Background: an optimization exercise with open tools, aiming at small area, a short achievable clock period and few clock cycles per item. Do not read the settings as production practice. Function was checked by simulation only, so behaviour that the tests miss may differ from the original. Power figures rest on the tool's default switching activity, not on a simulated workload.

**flow/design.v**
```verilog
package jkv_pkg;
   localparam int MAX_KEY_CHARS_DEF = 16;
   localparam int KEY_CHARS_FULL    = 16;
   localparam int KEY_BITS_W        = 8 * KEY_CHARS_FULL;
   localparam int KEY_IDX_W         = 4;
   localparam int KEY_LEN_W         = 5;
   localparam int EMIT_W            = 16;
   localparam int STR_CAP_W         = 16;
   localparam int ARR_CAP_W         = 11;
   localparam int MODE_W            = 2;
   localparam int CSR_IDX_W         = 3;
   localparam int CSR_DATA_W        = 64;
   localparam int QUEUE_DEPTH       = 4;
   localparam logic [CSR_IDX_W-1:0] CSR_KEY_FIRST  = 3'd0;
   localparam logic [CSR_IDX_W-1:0] CSR_KEY_SECOND = 3'd1;
   localparam logic [CSR_IDX_W-1:0] CSR_KEY_LENGTH = 3'd2;
   localparam logic [CSR_IDX_W-1:0] CSR_VALUE_MODE = 3'd3;
   localparam logic [CSR_IDX_W-1:0] CSR_STR_CAP    = 3'd4;
   localparam logic [CSR_IDX_W-1:0] CSR_ARR_CAP    = 3'd5;
   localparam logic [KEY_LEN_W-1:0] KEY_LENGTH_RST = 5'd1;
   localparam logic [MODE_W-1:0]    VALUE_MODE_RST = 2'd0;
   localparam logic [STR_CAP_W-1:0] STR_CAP_RST    = 16'd256;
   localparam logic [ARR_CAP_W-1:0] ARR_CAP_RST    = 11'd16;
   localparam logic [MODE_W-1:0] MODE_STRING = 2'd0;
   localparam logic [MODE_W-1:0] MODE_U32    = 2'd1;
   localparam logic [MODE_W-1:0] MODE_ARRAY  = 2'd2;
   localparam logic [1:0] KIND_CHAR  = 2'd0;
   localparam logic [1:0] KIND_ELEM  = 2'd1;
   localparam logic [1:0] KIND_FINAL = 2'd2;
   localparam logic [2:0] ST_OK        = 3'd0;
   localparam logic [2:0] ST_NOKEY     = 3'd1;
   localparam logic [2:0] ST_MALFORMED = 3'd2;
   localparam logic [2:0] ST_OVERFLOW  = 3'd3;
   localparam logic [2:0] ST_CAPACITY  = 3'd4;
   localparam logic [7:0] CH_QUOTE  = 8'h22;
   localparam logic [7:0] CH_COLON  = 8'h3A;
   localparam logic [7:0] CH_COMMA  = 8'h2C;
   localparam logic [7:0] CH_LBRACK = 8'h5B;
   localparam logic [7:0] CH_RBRACK = 8'h5D;
   localparam logic [7:0] CH_BSLASH = 8'h5C;
   localparam logic [7:0] CH_N      = 8'h6E;
   localparam logic [7:0] CH_T      = 8'h74;
   localparam logic [7:0] CH_R      = 8'h72;
   localparam logic [7:0] CH_LF     = 8'h0A;
   localparam logic [7:0] CH_TAB    = 8'h09;
   localparam logic [7:0] CH_CR     = 8'h0D;
   localparam logic [7:0] CH_SPACE  = 8'h20;
   localparam logic [7:0] CH_ZERO   = 8'h30;
   localparam logic [7:0] CH_NINE   = 8'h39;
   typedef struct packed {
      logic [1:0]  kind;
      logic [31:0] value;
      logic [2:0]  status;
      logic        run_end;
   } jkv_result_type;
   typedef struct packed {
      logic shift;
      logic restart;
      logic clear;
   } jkv_win_ctl_type;
   typedef struct packed {
      logic cont;
      logic fresh;
   } jkv_win_hit_type;
endpackage
import jkv_pkg::*;
module jkv_window #(
   parameter int MaxKeyChars = jkv_pkg::MAX_KEY_CHARS_DEF
) (
   input  logic                            clock,
   input  logic                            reset,
   input  jkv_pkg::jkv_win_ctl_type        win_ctl,
   input  logic [7:0]                      data_byte,
   input  logic [jkv_pkg::KEY_BITS_W-1:0]  key_bits,
   input  logic [jkv_pkg::KEY_LEN_W-1:0]   key_length,
   output jkv_pkg::jkv_win_hit_type        win_hit
);
   localparam int WinDepth = MaxKeyChars + 2;
   localparam int FillW    = $clog2(WinDepth + 1);
   logic [7:0]           win_ff [WinDepth];
   logic [7:0]           win_in [WinDepth];
   logic [FillW-1:0]     fill_ff;
   logic [FillW-1:0]     fill_in;
   logic [FillW-1:0]     fill_cont;
   logic [KEY_LEN_W-1:0] kc;
   logic [WinDepth-1:0]  pos_ok;
   logic                 match;
   logic                 hit_sel;
   assign kc = (key_length > KEY_LEN_W'(MaxKeyChars)) ? KEY_LEN_W'(MaxKeyChars) : key_length;
   always_comb begin
      logic [KEY_LEN_W-1:0] span;
      logic [KEY_LEN_W-1:0] idx;
      logic [7:0]           want;
      for (int j = 0; j < WinDepth - 1; j++) begin
         win_in[j] = win_ff[j+1];
      end
      win_in[WinDepth-1] = data_byte;
      for (int j = 0; j < WinDepth; j++) begin
         span = KEY_LEN_W'(WinDepth - 1 - j);
         idx  = kc - span;
         want = key_bits[8*idx[KEY_IDX_W-1:0] +: 8];
         if (span == '0 || span == kc + 1'b1) begin
            pos_ok[j] = (win_in[j] == CH_QUOTE);
         end else if (span <= kc) begin
            pos_ok[j] = (win_in[j] == want);
         end else begin
            pos_ok[j] = 1'b1;
         end
      end
   end
   assign match     = (kc != '0) && (&pos_ok);
   assign fill_cont = (fill_ff == FillW'(WinDepth)) ? fill_ff : fill_ff + 1'b1;
   assign win_hit.cont  = match && (int'(fill_cont) >= int'(kc) + 2);
   assign win_hit.fresh = match && (int'(kc) + 2 <= 1);
   assign hit_sel       = win_ctl.restart ? win_hit.fresh : win_hit.cont;
   always_comb begin
      fill_in = fill_ff;
      if (win_ctl.clear) begin
         fill_in = '0;
      end else if (win_ctl.shift) begin
         if (hit_sel) begin
            fill_in = '0;
         end else if (win_ctl.restart) begin
            fill_in = FillW'(1);
         end else begin
            fill_in = fill_cont;
         end
      end
   end
   always_ff @(posedge clock) begin
      if (reset) begin
         fill_ff <= '0;
      end else begin
         fill_ff <= fill_in;
      end
   end
   always_ff @(posedge clock) begin
      if (win_ctl.shift) begin
         for (int j = 0; j < WinDepth; j++) begin
            win_ff[j] <= win_in[j];
         end
      end
   end
endmodule
import jkv_pkg::*;
module jkv_rsp_queue (
   input  logic                    clock,
   input  logic                    reset,
   input  logic [1:0]              push_count,
   input  jkv_pkg::jkv_result_type push_res0,
   input  jkv_pkg::jkv_result_type push_res1,
   output logic                    room2,
   output logic                    rsp_valid,
   input  logic                    rsp_stall,
   output jkv_pkg::jkv_result_type head
);
   localparam int AddrW = $clog2(QUEUE_DEPTH);
   localparam int CntW  = $clog2(QUEUE_DEPTH + 1);
   logic [37:0]      mem_ff [QUEUE_DEPTH];
   logic [AddrW-1:0] wr_ff, wr_in;
   logic [AddrW-1:0] rd_ff, rd_in;
   logic [CntW-1:0]  cnt_ff, cnt_in;
   logic             pop;
   assign rsp_valid = (cnt_ff != '0);
   assign head      = mem_ff[rd_ff];
   assign pop       = rsp_valid && !rsp_stall;
   assign room2     = (int'(cnt_ff) <= QUEUE_DEPTH - 2);
   assign wr_in  = wr_ff + AddrW'(push_count);
   assign rd_in  = rd_ff + AddrW'(pop);
   assign cnt_in = cnt_ff + CntW'(push_count) - CntW'(pop);
   always_ff @(posedge clock) begin
      if (reset) begin
         wr_ff  <= '0;
         rd_ff  <= '0;
         cnt_ff <= '0;
      end else begin
         wr_ff  <= wr_in;
         rd_ff  <= rd_in;
         cnt_ff <= cnt_in;
      end
   end
   always_ff @(posedge clock) begin
      if (push_count != 2'd0) begin
         mem_ff[wr_ff] <= push_res0;
      end
      if (push_count == 2'd2) begin
         mem_ff[wr_ff + 1'b1] <= push_res1;
      end
   end
endmodule
import jkv_pkg::*;
module jkv_parse (
   input  logic                            clock,
   input  logic                            reset,
   input  logic                            step,
   input  logic [7:0]                      data_byte,
   input  logic                            last_byte,
   input  jkv_pkg::jkv_win_hit_type        win_hit,
   input  logic [jkv_pkg::MODE_W-1:0]      value_mode,
   input  logic [jkv_pkg::STR_CAP_W-1:0]   string_capacity,
   input  logic [jkv_pkg::ARR_CAP_W-1:0]   array_capacity,
   output jkv_pkg::jkv_win_ctl_type        win_ctl,
   output logic [1:0]                      push_count,
   output jkv_pkg::jkv_result_type         push_res0,
   output jkv_pkg::jkv_result_type         push_res1
);
   typedef enum logic [3:0] {
      PH_SEARCH,
      PH_AFTER_KEY,
      PH_AFTER_COLON,
      PH_STR,
      PH_U32,
      PH_ARR_OPEN,
      PH_ARR_NUM,
      PH_ARR_AFTER,
      PH_ARR_ELEM
   } phase_type;
   phase_type         phase_ff, phase_in;
   logic [31:0]       acc_ff, acc_in;
   logic              ovf_ff, ovf_in;
   logic              esc_ff, esc_in;
   logic [EMIT_W-1:0] cnt_ff, cnt_in;
   logic              fin_ff, fin_in;
   jkv_pkg::jkv_win_ctl_type   wctl;
   logic [1:0][37:0]  res;
   logic [1:0]        nres;
   function automatic logic is_ws(input logic [7:0] b);
      is_ws = b == CH_SPACE || b == CH_TAB || b == CH_LF || b == CH_CR;
   endfunction
   function automatic logic is_digit(input logic [7:0] b);
      is_digit = b >= CH_ZERO && b <= CH_NINE;
   endfunction
   function automatic logic [32:0] acc_step(input logic [31:0] a, input logic [7:0] b);
      logic [35:0] v;
      v = {4'd0, a} * 36'd10 + 36'(b - CH_ZERO);
      if (v[35:32] != '0) begin
         acc_step = {1'b1, 32'hFFFF_FFFF};
      end else begin
         acc_step = {1'b0, v[31:0]};
      end
   endfunction
   function automatic jkv_pkg::jkv_result_type mk_res(input logic [1:0] k, input logic [31:0] v,
                                                       input logic [2:0] s, input logic e);
      mk_res = {k, v, s, e};
   endfunction
   always_comb begin
      logic        done;
      logic        str_char;
      logic        run_after;
      logic [7:0]  ch;
      logic [32:0] st;
      phase_in  = phase_ff;
      acc_in    = acc_ff;
      ovf_in    = ovf_ff;
      esc_in    = esc_ff;
      cnt_in    = cnt_ff;
      fin_in    = fin_ff;
      wctl      = '0;
      res[0]    = '0;
      res[1]    = '0;
      nres      = '0;
      done      = 1'b0;
      str_char  = 1'b0;
      run_after = 1'b0;
      ch        = data_byte;
      st        = acc_step(acc_ff, data_byte);
      if (!fin_ff) begin
         case (phase_ff)
            PH_SEARCH: begin
               wctl.shift = 1'b1;
               if (win_hit.cont) begin
                  phase_in = PH_AFTER_KEY;
               end
            end
            PH_AFTER_KEY: begin
               if (!is_ws(data_byte)) begin
                  if (data_byte == CH_COLON) begin
                     phase_in = PH_AFTER_COLON;
                  end else begin
                     phase_in     = win_hit.fresh ? PH_AFTER_KEY : PH_SEARCH;
                     wctl.shift   = 1'b1;
                     wctl.restart = 1'b1;
                  end
               end
            end
            PH_AFTER_COLON: begin
               if (!is_ws(data_byte)) begin
                  cnt_in = '0;
                  esc_in = 1'b0;
                  if (value_mode == MODE_STRING && data_byte == CH_QUOTE) begin
                     phase_in = PH_STR;
                  end else if (value_mode == MODE_U32 && is_digit(data_byte)) begin
                     phase_in = PH_U32;
                     acc_in   = 32'(data_byte - CH_ZERO);
                     ovf_in   = 1'b0;
                  end else if (value_mode == MODE_ARRAY && data_byte == CH_LBRACK) begin
                     phase_in = PH_ARR_OPEN;
                  end else begin
                     done         = 1'b1;
                     res[nres[0]] = mk_res(KIND_FINAL, '0, ST_MALFORMED, 1'b1);
                     nres         = nres + 2'd1;
                  end
               end
            end
            PH_STR: begin
               if (esc_ff) begin
                  esc_in   = 1'b0;
                  str_char = 1'b1;
                  if (data_byte == CH_N) begin
                     ch = CH_LF;
                  end else if (data_byte == CH_T) begin
                     ch = CH_TAB;
                  end else if (data_byte == CH_R) begin
                     ch = CH_CR;
                  end
               end else if (data_byte == CH_BSLASH) begin
                  esc_in = 1'b1;
               end else if (data_byte == CH_QUOTE) begin
                  done         = 1'b1;
                  res[nres[0]] = mk_res(KIND_FINAL, 32'(cnt_ff), ST_OK, 1'b1);
                  nres         = nres + 2'd1;
               end else begin
                  str_char = 1'b1;
               end
            end
            PH_U32: begin
               if (is_digit(data_byte)) begin
                  acc_in = st[31:0];
                  ovf_in = ovf_ff | st[32];
               end else begin
                  done         = 1'b1;
                  res[nres[0]] = ovf_ff ? mk_res(KIND_FINAL, '0, ST_OVERFLOW, 1'b1)
                                        : mk_res(KIND_FINAL, acc_ff, ST_OK, 1'b1);
                  nres         = nres + 2'd1;
               end
            end
            PH_ARR_OPEN, PH_ARR_ELEM: begin
               if (!is_ws(data_byte)) begin
                  if (phase_ff == PH_ARR_OPEN && data_byte == CH_RBRACK) begin
                     done         = 1'b1;
                     res[nres[0]] = mk_res(KIND_FINAL, '0, ST_OK, 1'b1);
                     nres         = nres + 2'd1;
                  end else if (is_digit(data_byte)) begin
                     phase_in = PH_ARR_NUM;
                     acc_in   = 32'(data_byte - CH_ZERO);
                     ovf_in   = 1'b0;
                  end else begin
                     done         = 1'b1;
                     res[nres[0]] = mk_res(KIND_FINAL, '0, ST_MALFORMED, 1'b1);
                     nres         = nres + 2'd1;
                  end
               end
            end
            PH_ARR_NUM: begin
               if (is_digit(data_byte)) begin
                  acc_in = st[31:0];
                  ovf_in = ovf_ff | st[32];
               end else if (ovf_ff) begin
                  done         = 1'b1;
                  res[nres[0]] = mk_res(KIND_FINAL, '0, ST_OVERFLOW, 1'b1);
                  nres         = nres + 2'd1;
               end else if (cnt_ff >= EMIT_W'(array_capacity)) begin
                  done         = 1'b1;
                  res[nres[0]] = mk_res(KIND_FINAL, '0, ST_CAPACITY, 1'b1);
                  nres         = nres + 2'd1;
               end else begin
                  cnt_in       = cnt_ff + 1'b1;
                  phase_in     = PH_ARR_AFTER;
                  res[nres[0]] = mk_res(KIND_ELEM, acc_ff, ST_OK, 1'b0);
                  nres         = nres + 2'd1;
                  run_after    = 1'b1;
               end
            end
            PH_ARR_AFTER: begin
               run_after = 1'b1;
            end
            default: begin
               done         = 1'b1;
               res[nres[0]] = mk_res(KIND_FINAL, '0, ST_MALFORMED, 1'b1);
               nres         = nres + 2'd1;
            end
         endcase
         if (str_char) begin
            if ({1'b0, cnt_in} + 17'd1 >= {1'b0, string_capacity}) begin
               done         = 1'b1;
               res[nres[0]] = mk_res(KIND_FINAL, '0, ST_CAPACITY, 1'b1);
            end else begin
               cnt_in       = cnt_in + 1'b1;
               res[nres[0]] = mk_res(KIND_CHAR, 32'(ch), ST_OK, 1'b0);
            end
            nres = nres + 2'd1;
         end
         if (run_after && !is_ws(data_byte)) begin
            if (data_byte == CH_COMMA) begin
               phase_in = PH_ARR_ELEM;
            end else begin
               done = 1'b1;
               if (data_byte == CH_RBRACK) begin
                  res[nres[0]] = mk_res(KIND_FINAL, 32'(cnt_in), ST_OK, 1'b1);
               end else begin
                  res[nres[0]] = mk_res(KIND_FINAL, '0, ST_MALFORMED, 1'b1);
               end
               nres = nres + 2'd1;
            end
         end
         if (last_byte && !done) begin
            case (phase_in)
               PH_SEARCH, PH_AFTER_KEY, PH_AFTER_COLON: begin
                  res[nres[0]] = mk_res(KIND_FINAL, '0, ST_NOKEY, 1'b1);
               end
               PH_STR: begin
                  if (esc_in && {1'b0, cnt_in} + 17'd1 >= {1'b0, string_capacity}) begin
                     res[nres[0]] = mk_res(KIND_FINAL, '0, ST_CAPACITY, 1'b1);
                  end else begin
                     if (esc_in) begin
                        res[nres[0]] = mk_res(KIND_CHAR, 32'(CH_BSLASH), ST_OK, 1'b0);
                        nres         = nres + 2'd1;
                     end
                     res[nres[0]] = mk_res(KIND_FINAL, '0, ST_MALFORMED, 1'b1);
                  end
               end
               PH_U32: begin
                  res[nres[0]] = ovf_in ? mk_res(KIND_FINAL, '0, ST_OVERFLOW, 1'b1)
                                        : mk_res(KIND_FINAL, acc_in, ST_OK, 1'b1);
               end
               PH_ARR_NUM: begin
                  if (ovf_in) begin
                     res[nres[0]] = mk_res(KIND_FINAL, '0, ST_OVERFLOW, 1'b1);
                  end else if (cnt_in >= EMIT_W'(array_capacity)) begin
                     res[nres[0]] = mk_res(KIND_FINAL, '0, ST_CAPACITY, 1'b1);
                  end else begin
                     res[nres[0]] = mk_res(KIND_ELEM, acc_in, ST_OK, 1'b0);
                     nres         = nres + 2'd1;
                     res[nres[0]] = mk_res(KIND_FINAL, '0, ST_MALFORMED, 1'b1);
                  end
               end
               default: begin
                  res[nres[0]] = mk_res(KIND_FINAL, '0, ST_MALFORMED, 1'b1);
               end
            endcase
            nres = nres + 2'd1;
         end
      end
      if (last_byte) begin
         phase_in   = PH_SEARCH;
         acc_in     = '0;
         ovf_in     = 1'b0;
         esc_in     = 1'b0;
         cnt_in     = '0;
         fin_in     = 1'b0;
         wctl.clear = 1'b1;
      end else if (done) begin
         fin_in = 1'b1;
      end
   end
   assign win_ctl    = step ? wctl : '0;
   assign push_count = step ? nres : 2'd0;
   assign push_res0  = res[0];
   assign push_res1  = res[1];
   always_ff @(posedge clock) begin
      if (reset) begin
         phase_ff <= PH_SEARCH;
         acc_ff   <= '0;
         ovf_ff   <= 1'b0;
         esc_ff   <= 1'b0;
         cnt_ff   <= '0;
         fin_ff   <= 1'b0;
      end else if (step) begin
         phase_ff <= phase_in;
         acc_ff   <= acc_in;
         ovf_ff   <= ovf_in;
         esc_ff   <= esc_in;
         cnt_ff   <= cnt_in;
         fin_ff   <= fin_in;
      end
   end
endmodule
import jkv_pkg::*;
module json_key_value_extractor_core #(
   parameter int MaxKeyChars = jkv_pkg::MAX_KEY_CHARS_DEF
) (
   input  logic                            clock,
   input  logic                            reset,
   input  logic                            req_valid,
   output logic                            req_stall,
   input  logic [7:0]                      req_data_byte,
   input  logic                            req_last_byte,
   output logic                            rsp_valid,
   input  logic                            rsp_stall,
   output logic [1:0]                      rsp_item_kind,
   output logic [31:0]                     rsp_item_value,
   output logic [2:0]                      rsp_result_status,
   output logic                            rsp_end_of_run,
   input  logic                            csr_valid,
   output logic                            csr_ready,
   input  logic [jkv_pkg::CSR_IDX_W-1:0]   csr_index,
   input  logic [jkv_pkg::CSR_DATA_W-1:0]  csr_write_data
);
   logic [63:0]          key_first_ff;
   logic [63:0]          key_second_ff;
   logic [KEY_LEN_W-1:0] key_length_ff;
   logic [MODE_W-1:0]    value_mode_ff;
   logic [STR_CAP_W-1:0] str_cap_ff;
   logic [ARR_CAP_W-1:0] arr_cap_ff;
   logic                 in_valid_ff, in_valid_in;
   logic [7:0]           in_byte_ff;
   logic                 in_last_ff;
   logic                 room2;
   logic                 step;
   logic                 load;
   jkv_pkg::jkv_win_ctl_type      win_ctl;
   jkv_pkg::jkv_win_hit_type      win_hit;
   logic [1:0]           push_count;
   jkv_pkg::jkv_result_type       push_res0;
   jkv_pkg::jkv_result_type       push_res1;
   jkv_pkg::jkv_result_type       head;
   assign csr_ready = 1'b1;
   always_ff @(posedge clock) begin
      if (reset) begin
         key_first_ff  <= '0;
         key_second_ff <= '0;
         key_length_ff <= KEY_LENGTH_RST;
         value_mode_ff <= VALUE_MODE_RST;
         str_cap_ff    <= STR_CAP_RST;
         arr_cap_ff    <= ARR_CAP_RST;
      end else if (csr_valid && csr_ready) begin
         case (csr_index)
            CSR_KEY_FIRST:  key_first_ff  <= csr_write_data[63:0];
            CSR_KEY_SECOND: key_second_ff <= csr_write_data[63:0];
            CSR_KEY_LENGTH: key_length_ff <= csr_write_data[KEY_LEN_W-1:0];
            CSR_VALUE_MODE: value_mode_ff <= csr_write_data[MODE_W-1:0];
            CSR_STR_CAP:    str_cap_ff    <= csr_write_data[STR_CAP_W-1:0];
            CSR_ARR_CAP:    arr_cap_ff    <= csr_write_data[ARR_CAP_W-1:0];
            default: begin
            end
         endcase
      end
   end
   assign step      = in_valid_ff && room2;
   assign req_stall = in_valid_ff && !room2;
   assign load      = req_valid && !req_stall;
   always_comb begin
      in_valid_in = in_valid_ff;
      if (load) begin
         in_valid_in = 1'b1;
      end else if (step) begin
         in_valid_in = 1'b0;
      end
   end
   always_ff @(posedge clock) begin
      if (reset) begin
         in_valid_ff <= 1'b0;
      end else begin
         in_valid_ff <= in_valid_in;
      end
   end
   always_ff @(posedge clock) begin
      if (load) begin
         in_byte_ff <= req_data_byte;
         in_last_ff <= req_last_byte;
      end
   end
   jkv_window #(
      .MaxKeyChars (MaxKeyChars)
   ) u_window (
      .clock      (clock),
      .reset      (reset),
      .win_ctl    (win_ctl),
      .data_byte  (in_byte_ff),
      .key_bits   ({key_second_ff, key_first_ff}),
      .key_length (key_length_ff),
      .win_hit    (win_hit)
   );
   jkv_parse u_parse (
      .clock           (clock),
      .reset           (reset),
      .step            (step),
      .data_byte       (in_byte_ff),
      .last_byte       (in_last_ff),
      .win_hit         (win_hit),
      .value_mode      (value_mode_ff),
      .string_capacity (str_cap_ff),
      .array_capacity  (arr_cap_ff),
      .win_ctl         (win_ctl),
      .push_count      (push_count),
      .push_res0       (push_res0),
      .push_res1       (push_res1)
   );
   jkv_rsp_queue u_queue (
      .clock      (clock),
      .reset      (reset),
      .push_count (push_count),
      .push_res0  (push_res0),
      .push_res1  (push_res1),
      .room2      (room2),
      .rsp_valid  (rsp_valid),
      .rsp_stall  (rsp_stall),
      .head       (head)
   );
   assign rsp_item_kind     = head.kind;
   assign rsp_item_value    = head.value;
   assign rsp_result_status = head.status;
   assign rsp_end_of_run    = head.run_end;
endmodule
```
**flow/run.sh**
```bash
#!/bin/bash
# synth_recipe.tcl (not shown) runs the flow's synth.tcl, then flattens the netlist and writes it again
# the make line also repeats each setting of config.mk as NAME=value (left out here)
make -C /OpenROAD-flow-scripts/flow DESIGN_CONFIG=/design/flow/config.mk WORK_HOME=/design/flow/orfs CLKGATE_MAP_FILE= SYNTH_SCRIPT=/design/flow/synth_recipe.tcl finish
```
**flow/constraint.sdc**
```tcl
create_clock -name core_clock -period 10.0 [get_ports {clock}]
set_input_delay 2.0000 -clock core_clock [delete_from_list [all_inputs] [get_ports {clock}]]
set_output_delay 2.0000 -clock core_clock [all_outputs]
set_load 0.01 [all_outputs]
```
**flow/config.mk**
```make
export PLATFORM = sky130hd
export DESIGN_NAME = json_key_value_extractor_core
export DESIGN_NICKNAME = json_key_value_extractor_core
export VERILOG_FILES = /design/flow/design.v
export SDC_FILE = /design/flow/constraint.sdc
export NUM_CORES = 4
export LEC_CHECK = 0
export CAP_MARGIN = 20
export CORE_MARGIN = 2
export CORE_UTILIZATION = 40
export SLEW_MARGIN = 20
```
==> results.txt <==
-- stage by stage --
step	hold WS [ps]	cells	power, W	instance area (µm²)
5_1_grt	481	6057	0.00618	46600
2_1_floorplan	424	4545	0.00324	40800
3_5_place_dp	450	5934	0.00376	44400
3_3_place_gp	444	5933	0.00376	44400
6_report	459	6057	0.00598	46600
4_1_cts	460	6046	0.00599	46400
-- cells by family (layout without fill, tap and decap cells) --
kind of cell,count (synthesis),after routing
AOI/OAI and AO/OA,1194,1194
and+or+nand+nor,1453,1453
DFF,523,523
other,1,2
xor gates and xnor gates,242,242
adders and majority gates,191,191
buffers and inverters,410,553
muxes,531,531
-- power by group through the flow --
stage | Sequential, W | Clock, W | Combinational, W
after floorplan | 0.00253 | 0 | 0.000717
after global placement | 0.00258 | 0 | 0.00118
after detailed placement | 0.00258 | 0 | 0.00119
after CTS | 0.00253 | 0.00226 | 0.00120
after global routing | 0.00255 | 0.00234 | 0.00129
final | 0.00253 | 0.00223 | 0.00122
-- cell usage after synthesis (all sizes together) (11+ instances only) --
library cell  instances  area share [%]
o2111ai              13            0.28
nand3                78            0.96
o21a                 41            0.76
or3                  17            0.26
nand2               596             5.5
a31oi                25            0.38
o221ai               19            0.41
ha                  188             5.8
o22ai                61            0.97
inv                 106            0.97
a221oi               39            0.88
and3                 38            0.58
nor3                 72            0.91
xor2                109             2.3
nand2b               44            0.67
a22oi               114             2.1
o21ai               189             2.3
nor2b                36            0.55
nor4                 48            0.77
a21o                 49            0.90
o32ai                11            0.24
nor4b                35            0.79
edfxtp              293              22
nand4                24            0.38
mux4                101             5.6
mux2                 62             1.7
nor3b                18            0.34
dfxtp               230              11
o31ai                12            0.22
mux2i               368             9.0
a21oi               376             4.6
a211oi               54             1.0
a32oi                13            0.28
o21bai               12            0.22
a22o                 29            0.62
or2                  29            0.44
o211ai               29            0.57
buf                  71            0.81
and2                 28            0.43
clkbuf              230             2.1
xnor2               133             2.9
nor2                366             3.4
-- cell type report --
| class | instances | share of cell area [%] |
|---|---|---|
| multi-input combinational | 3612 | 56.1 |
| clock buffer | 88 | 3.67 |
| inverter | 109 | 0.883 |
| timing repair buffer | 333 | 6.38 |
| antenna | 1 | 0.00537 |
| clock inverter | 23 | 0.539 |
| sequential | 523 | 28.8 |
| tap | 1368 | 3.67 |
-- state kept, by name, summed over array words and instances (netlist names), 3 cells and up --
| name | cells |
|---|---|
| key_length_ff | 5 |
| key_second_ff | 64 |
| key_first_ff | 64 |
| u_window.win_ff | 136 |
| u_parse.acc_ff | 32 |
| arr_cap_ff | 11 |
| str_cap_ff | 16 |
| u_queue.cnt_ff | 3 |
| u_parse.phase_ff | 4 |
| u_queue.mem_ff | 148 |
| u_parse.cnt_ff | 16 |
| in_byte_ff | 8 |
| u_window.fill_ff | 5 |
-- metal layers --
layer  share of wire, %  routed length, µm  vias to the layer above
li1                   -                  -                    17200
met1                 43              68800                    18300
met2                 45              71800                     1651
met3                7.7              12300                      313
met4                4.8               7650                        4
met5              0.017                 27                        -
-- worst max-delay path, delay by kind of cell, from the launching register on --
kind	cells	cell delay, ps
and+or+nand+nor	16	3470
AOI/OAI and AO/OA	12	2260
adders and majority gates	6	1660
buffers and inverters	6	790
xor gates and xnor gates	5	720
DFF	1	340
-- path summary, 6_finish.rpt --
kind                            depth (start not counted)                end  slack, ps           start
worst min-delay path                                    2      arr_cap_ff[5]        460   arr_cap_ff[5]
worst max-delay path                                   45  u_queue.cnt_ff[2]        590  arr_cap_ff[10]
worst min register to register                          2      arr_cap_ff[5]        460   arr_cap_ff[5]
worst max register to register                         45  u_queue.cnt_ff[2]        590  arr_cap_ff[10]
-- what timing repair did --
action | 4_1_cts | 5_1_grt
setup endpoints to repair | 1 | 301
hold endpoints to repair | 0 | 0
pin swaps | 1 | 25
resized for setup | 1 | 55
buffers inserted | 1 | 10
==> flow_summary.json <==
{
  "synth_edf_count": 293,
  "vdd_drop_max_v": 0.000135,
  "gp_congestion": 0.990,
  "finalHoldViolCount": 0,
  "clock_skew_ps": 58.2,
  "synth-main-ff-cell": "edfxtp_1",
  "seq_power_share_pct": 42.4,
  "nets": 4910,
  "nFillCells": 9701,
  "grt_max_degree": 146,
  "maxCapViolCount": 0,
  "synthArstFlopShare_pct": 0,
  "finalMaxSlewViolations": 0,
  "status": "timing/DRC/antenna clean",
  "worstPathMaxFanout": 6,
  "cts.sinks": 523,
  "routed_wl_mm": 161,
  "synthMuxAreaShare_pct": 16.3,
  "p_int_w": 0.00416,
  "dr_total_vias": 37500,
  "powerDensity_nw_per_um2": 128,
  "dp_worst_setup_slack_ps": -18.2,
  "drtAntennaViolNets": 0,
  "period_share_pct": 94.1,
  "insertion_delay_ps": 700,
  "die_h_um": 323,
  "max_slew_margin_pct": 23.7,
  "ys_seq_elements": 523,
  "cts-htree-levels": 2,
  "critPathArrivalTime_ps": 9950,
  "post_drt_via_cell_ratio": 6.19,
  "ys_seq_area_share_pct": 32.8,
  "fin_crit_ps": 9410,
  "p_comb_share_pct": 20.4,
  "syn-cell-area_um2": 40800,
  "switching_share_pct": 30.4,
  "min_path_type": "reg -> reg",
  "pin_count": 122,
  "clockBufferDepth": 3,
  "synth_compound_area_share_pct": 19.4,
  "drive_gt1_share_pct": 12.7,
  "die_x_um": 323,
  "required_ps": 10540,
  "synth_simple_gate_area_share_pct": 16.5,
  "wl_per_cell_um": 26.5,
  "cp-end-kind": "flop",
  "remaining_drc_errors": 0,
  "ctsHoldBuffers": 0,
  "fmax_ghz": 0.106,
  "use_met3_pct": 4.76,
  "design.die.area_um2": 105000,
  "grt_pass1_wl_mm": 236,
  "path_class": "reg -> reg",
  "synth-xor-area-share_pct": 5.19,
  "max_stage_delay_ps": 580,
  "grt_usage_pct": 30.0,
  "mostFrequentLayoutCell": "nand2_1",
  "synth_area_per_cell_um2": 8.98,
  "finish.utilization_pct": 46.0,
  "clkSlewWorstSetupHoldPaths_ps": 60,
  "cts_tree": "yes",
  "critPathSlowestCell": "or4b_4",
  "placementRows": 117,
  "final_cell_mix": "593 x nand2_1, 370 x a21oi_1, 368 x mux2i_1",
  "setup_viol": 0,
  "grt_use_met1_pct": 40.9,
  "area_growth_pct": 14.2,
  "grt_antenna_before_repair": 3,
  "regArea_um2": 13400,
  "tightest_slew_ps": 1140,
  "clkPwrFrac_pct": 37.2,
  "grt_pass1_vias": 35300,
  "io_buffers": 120,
  "use_met2_pct": 47.1,
  "synth_nets": 4817,
  "hpwl_mm": 123,
  "netlist_instances": 4545,
  "grt-ovfl-total": 0,
  "yosysWarnings": 6,
  "numCtsBuffers": 59,
  "synth_top_family_by_area": "compound AO/OA/AOI/OAI gates",
  "firstDrtPassIters": 7,
  "power.leakage_nw": 17.9,
  "initial_core_util_pct": 40.2,
  "critPathLaunchType": "flop",
  "fin_setup_tns_ps": 0,
  "drt_first_iter_violations": 4617,
  "synthDistinctLibCells": 106,
  "synthAdderAreaFrac_pct": 5.91,
  "cts_root_buffer": "clkbuf_16",
  "busiest_layer": "met2",
  "setup_ws_ps": 594,
  "core_um2": 101000,
  "power_switching_w": 0.00182,
  "multi_input_comb_area_um2": 26200
}
Testbench counts, summed over its fixed seeds: cycles 202,262, bytes 201,750.

port drivers added, routing unchanged:
In the flow no input, the clock included, has a driving cell. The finished layout below was timed again as built, in two steps.
Step 1, drivers: a clkbuf_16 drives clock and a buf_2 each remaining input, both assumed.
Step 2 moves the port delays by t, midway between the first and last clock arrival at a register: inputs arrive t later, outputs are due t later. That takes back most of the time a late clock gives input paths.
Slacks: ideal ports / drivers / drivers and shift; pairs: ideal ports / drivers.
t, ns: 0.744
setup slack, ns: 0.594 / 0.594 / 0.594
latest minus earliest clock arrival (ns): 0.058 / 0.058
After both steps this run still meets setup and hold. For this run, drivers alone change the setup slack by 0.000 ns; drivers and shift together by 0.000 ns.
